Source: an optimization exercise on an open RTL-to-GDS flow (aim: small area). Production flows keep margins and buffers that such runs may drop.
In this exercise RTL edits were held to simulation tests only and were not proved equivalent to the original.
Power and IR drop assume default switching activity.

Setup of quartz:
## hpm_event_counters
module hpm_event_counters
#(
  parameter int NUM_COUNTERS = 8,
  parameter int NUM_EVENTS   = 32,
  parameter int NUM_LANES    = 2,
  parameter int CNT_WIDTH    = 64
) (
  input  logic                            clk_i,
  input  logic                            rstn_i,
  input  logic [11:0]                     addr_i,
  input  logic                            we_i,
  input  logic [63:0]                     data_i,
  output logic [63:0]                     data_o,
  input  logic [NUM_EVENTS*NUM_LANES-1:0] events_i,
  output logic                            ovf_irq_o
);
Size: about 210 I/O pins, ~28000 µm² of cells after synthesis.
==> flow/config.mk <==
export PLATFORM = sky130hd
export DESIGN_NAME = hpm_event_counters
export DESIGN_NICKNAME = hpm_event_counters
export VERILOG_FILES = /design/flow/design.v
export SDC_FILE = /design/flow/constraint.sdc
export NUM_CORES = 4
export LEC_CHECK = 0
export ABC_AREA = 1
export CAP_MARGIN = 20
export CORE_MARGIN = 2
export CORE_UTILIZATION = 35
export GPL_TIMING_DRIVEN = 0
export PLACE_DENSITY = 0.5
export SLEW_MARGIN = 20
==> flow/constraint.sdc <==
create_clock -name core_clock -period 6.2 [get_ports {clk_i}]
set_input_delay 1.2400 -clock core_clock [delete_from_list [all_inputs] [get_ports {clk_i}]]
set_output_delay 1.2400 -clock core_clock [all_outputs]
set_load 0.01 [all_outputs]
standard.sh (not shown) runs the stock make flow with config.mk's settings and CLKGATE_MAP_FILE= SYNTH_SCRIPT=/design/flow/synth_recipe.tcl, a recipe that flattens the netlist after the stock synthesis.
==> flow/flow/run.sh <==
#!/bin/bash
# Own layout flow: the standard ORFS flow (standard.sh), with these changes.
#  1. Synthesis is the standard flow's synthesis script (synth_recipe.tcl, with ORFS's
#     synth.tcl) except that:
#     - Yosys's extract_fa step is skipped;
#     - the final ABC mapping uses flow/area.abc, an area-oriented script;
#     - the counter bit cells and read bit cells (modules hpm_cbit_even,
#       hpm_cbit_odd, hpm_rbit_even and hpm_rbit_odd, which hold no
#       registers) are kept as modules through synthesis and then replaced
#       by the hand-mapped netlists of the same functions in flow/cells.v,
#       before the design is flattened as synth_recipe.tcl does.
#     Registers are mapped before ABC and untouched by these steps, so their
#     names and cell types are those of the standard synthesis.
#  2. Port buffers are the smallest buffer cell (buffer_ports -buffer_cell).
#  3. Clock tree synthesis uses clkbuf_4, sink clusters of up to 10 (40 um across) and no
#     dummy loads.
# Every tool's output goes to a log file in the work folder (flow_make.log,
# and ORFS's own per-step logs under orfs/logs).
set -euo pipefail
WORK=$PWD
FD=$WORK/flow
export MY_ABC_SCRIPT=$FD/area.abc
CELL_MODS="hpm_cbit_even hpm_cbit_odd hpm_rbit_even hpm_rbit_odd"

# ORFS's synth.tcl with extract_fa skipped and the ABC script replaced.
python3 - "$FLOW_HOME/scripts/synth.tcl" "$WORK/my_synth.tcl" <<'PY'
import sys
s = open(sys.argv[1]).read()
for old, new in [
    ("  log_cmd abc {*}$abc_args\n",
     "  log_cmd abc -script $::env(MY_ABC_SCRIPT) {*}[lrange $abc_args 2 end]\n"),
    ("  extract_fa {*}[dont_use_extract_fa_args]\n", ""),
]:
    assert s.count(old) == 1, "synth.tcl: line not found: " + old
    s = s.replace(old, new)
open(sys.argv[2], "w").write(s)
PY
# The standard flow's synthesis wrapper, sourcing the modified synth.tcl and then
# swapping in the hand-mapped bit cells.
python3 - "$WORK/synth_recipe.tcl" "$WORK/my_synth_recipe.tcl" "$WORK/my_synth.tcl" "$FD/cells.v" "$CELL_MODS" <<'PY'
import sys
s = open(sys.argv[1]).read()
old = "source $::env(SCRIPTS_DIR)/synth.tcl\n"
assert s.count(old) == 1, "synth_recipe.tcl source line not found"
new = "source %s\n" % sys.argv[3]
for m in sys.argv[5].split():
    new += "delete %s\n" % m
new += "read_verilog %s\n" % sys.argv[4]
open(sys.argv[2], "w").write(s.replace(old, new))
PY

bash standard.sh SYNTH_SCRIPT="$WORK/my_synth_recipe.tcl" \
  SYNTH_KEEP_MODULES="$CELL_MODS" \
  BUFFER_PORTS_ARGS="-buffer_cell sky130_fd_sc_hd__buf_1" \
  CTS_ARGS="-sink_clustering_enable -repair_clock_nets -buf_list sky130_fd_sc_hd__clkbuf_4 -sink_clustering_size 10 -sink_clustering_max_diameter 40 -dont_use_dummy_load" \
  "${MY_TARGET:-finish}" > "$WORK/flow_make.log" 2>&1
[ -n "${MY_TARGET:-}" ] || test -f "$WORK/out/final.def"
Other scripts of this flow, unchanged in this note and not shown: flow/flow/area.abc, flow/flow/cells.v
#### Input delta (yarrow over quartz)
# quartz
export LEC_CHECK = 0
export ABC_AREA = 1
export CAP_MARGIN = 20
export CORE_MARGIN = 2
export CORE_UTILIZATION = 35
export GPL_TIMING_DRIVEN = 0
export PLACE_DENSITY = 0.5
export SLEW_MARGIN = 20
create_clock -name core_clock -period 6.2 [get_ports {clk_i}]
# yarrow
export LEC_CHECK = 0
export ABC_AREA = 1
export CAP_MARGIN = 5
export CORE_MARGIN = 2
export CORE_UTILIZATION = 35
export GPL_TIMING_DRIVEN = 0
export PLACE_DENSITY = 0.5
export SLEW_MARGIN = 5
create_clock -name core_clock -period 6.2 [get_ports {clk_i}]
Notes after the runs:
Between quartz and yarrow, the final cell count does not differ in any meaningful way. yarrow does worse than quartz on number of vias after detailed routing. Number of DRC markers in iteration 0 (lower): yarrow. In yarrow, the buffer and inverter count on the worst path came out 1 above the value in quartz. Between yarrow and quartz, total area of multi-input combinational cells is higher for quartz, yarrow comes in under that. Cmp yarrow and quartz / worst setup slack after layout / lower: quartz. Summary of yarrow over quartz: power now sits higher, data arrival time of the critical path now sits lower, total routed wirelength now sits at about the same level.
Setup changes, yarrow to tundra
diff --git a/flow/flow/run.sh b/flow/flow/run.sh
--- a/flow/flow/run.sh
+++ b/flow/flow/run.sh
@@ -13,5 +13,5 @@
 #     names and cell types are those of the standard synthesis.
 #  2. Port buffers are the smallest buffer cell (buffer_ports -buffer_cell).
-#  3. Clock tree synthesis uses clkbuf_4, sink clusters of up to 10 (40 um across) and no
+#  3. Clock tree synthesis uses clkbuf_4, sink clusters of up to 12 (35 um across) and no
 #     dummy loads.
 # Every tool's output goes to a log file in the work folder (flow_make.log,
@@ -53,5 +53,5 @@
   SYNTH_KEEP_MODULES="$CELL_MODS" \
   BUFFER_PORTS_ARGS="-buffer_cell sky130_fd_sc_hd__buf_1" \
-  CTS_ARGS="-sink_clustering_enable -repair_clock_nets -buf_list sky130_fd_sc_hd__clkbuf_4 -sink_clustering_size 10 -sink_clustering_max_diameter 40 -dont_use_dummy_load" \
+  CTS_ARGS="-sink_clustering_enable -repair_clock_nets -buf_list sky130_fd_sc_hd__clkbuf_4 -sink_clustering_size 12 -sink_clustering_max_diameter 35 -dont_use_dummy_load" \
   "${MY_TARGET:-finish}" > "$WORK/flow_make.log" 2>&1
 [ -n "${MY_TARGET:-}" ] || test -f "$WORK/out/final.def"
Notes after the runs:
yarrow → tundra: diode insertion count for antenna repair down 1, routed wire length flat, clock tree cell share of total cell area went up, time the final worst path needs with I/O delays and setup shows an increase of 0.0075 ns, hold slack higher.
Modified inputs, indigo compared to tundra
# tundra
export LEC_CHECK = 0
export ABC_AREA = 1
export CAP_MARGIN = 5
export CORE_MARGIN = 2
export CORE_UTILIZATION = 35
export GPL_TIMING_DRIVEN = 0
export PLACE_DENSITY = 0.5
export SLEW_MARGIN = 5
create_clock -name core_clock -period 6.2 [get_ports {clk_i}]
# indigo
export LEC_CHECK = 0
export ABC_AREA = 1
export CAP_MARGIN = 20
export CORE_MARGIN = 2
export CORE_UTILIZATION = 35
export GPL_TIMING_DRIVEN = 0
export PLACE_DENSITY = 0.5
export SLEW_MARGIN = 20
create_clock -name core_clock -period 6.2 [get_ports {clk_i}]
- Cell count after placement essentially unchanged between indigo and tundra.
- Any difference in cell count between indigo and tundra is small enough to ignore.
- Internal cell power across indigo and tundra: no real change.
- indigo against tundra: mean number of vias per cell dropped 0.39%, total via count in the routed design comparable.

## static timing again, ports no longer ideal
No port has a modelled driver above. Below, the same layouts with a new extraction and two added sets of constraints. Step 1 (the two cells are an assumption about what drives the block):
set clk [get_ports {clk_i}]
set_driving_cell -lib_cell sky130_fd_sc_hd__clkbuf_16 $clk
set_driving_cell -lib_cell sky130_fd_sc_hd__buf_2 [delete_from_list [all_inputs] $clk]
Step 2 times the ports against the registers' clock, not the clock port: input delays grow and output delays shrink by t, the midpoint of the rising clock arrivals with the driver on. a / b / c = no drivers / after step 1 / after step 2; a / b = the first two.
run | t (ns) | slack for setup (ns) | worst hold slack (ns) | worst setup path at the end
quartz | 0.960 | 0.104 / 0.030 / 0.101 | 0.107 / 0.055 / 0.495 | input to output
yarrow | 0.968 | 0.326 / 0.254 / 0.313 | 0.082 / 0.035 / 0.495 | input to output
tundra | 1.012 | 0.319 / 0.291 / 0.299 | 0.118 / 0.072 / 0.494 | input to output
indigo | 1.014 | 0.112 / 0.038 / 0.186 | 0.497 / 0.497 / 0.497 | input to output
After both steps every run listed still meets setup and hold. For tundra, which loses most, drivers alone change the setup slack by -0.028 ns; drivers and shift together by -0.020 ns.
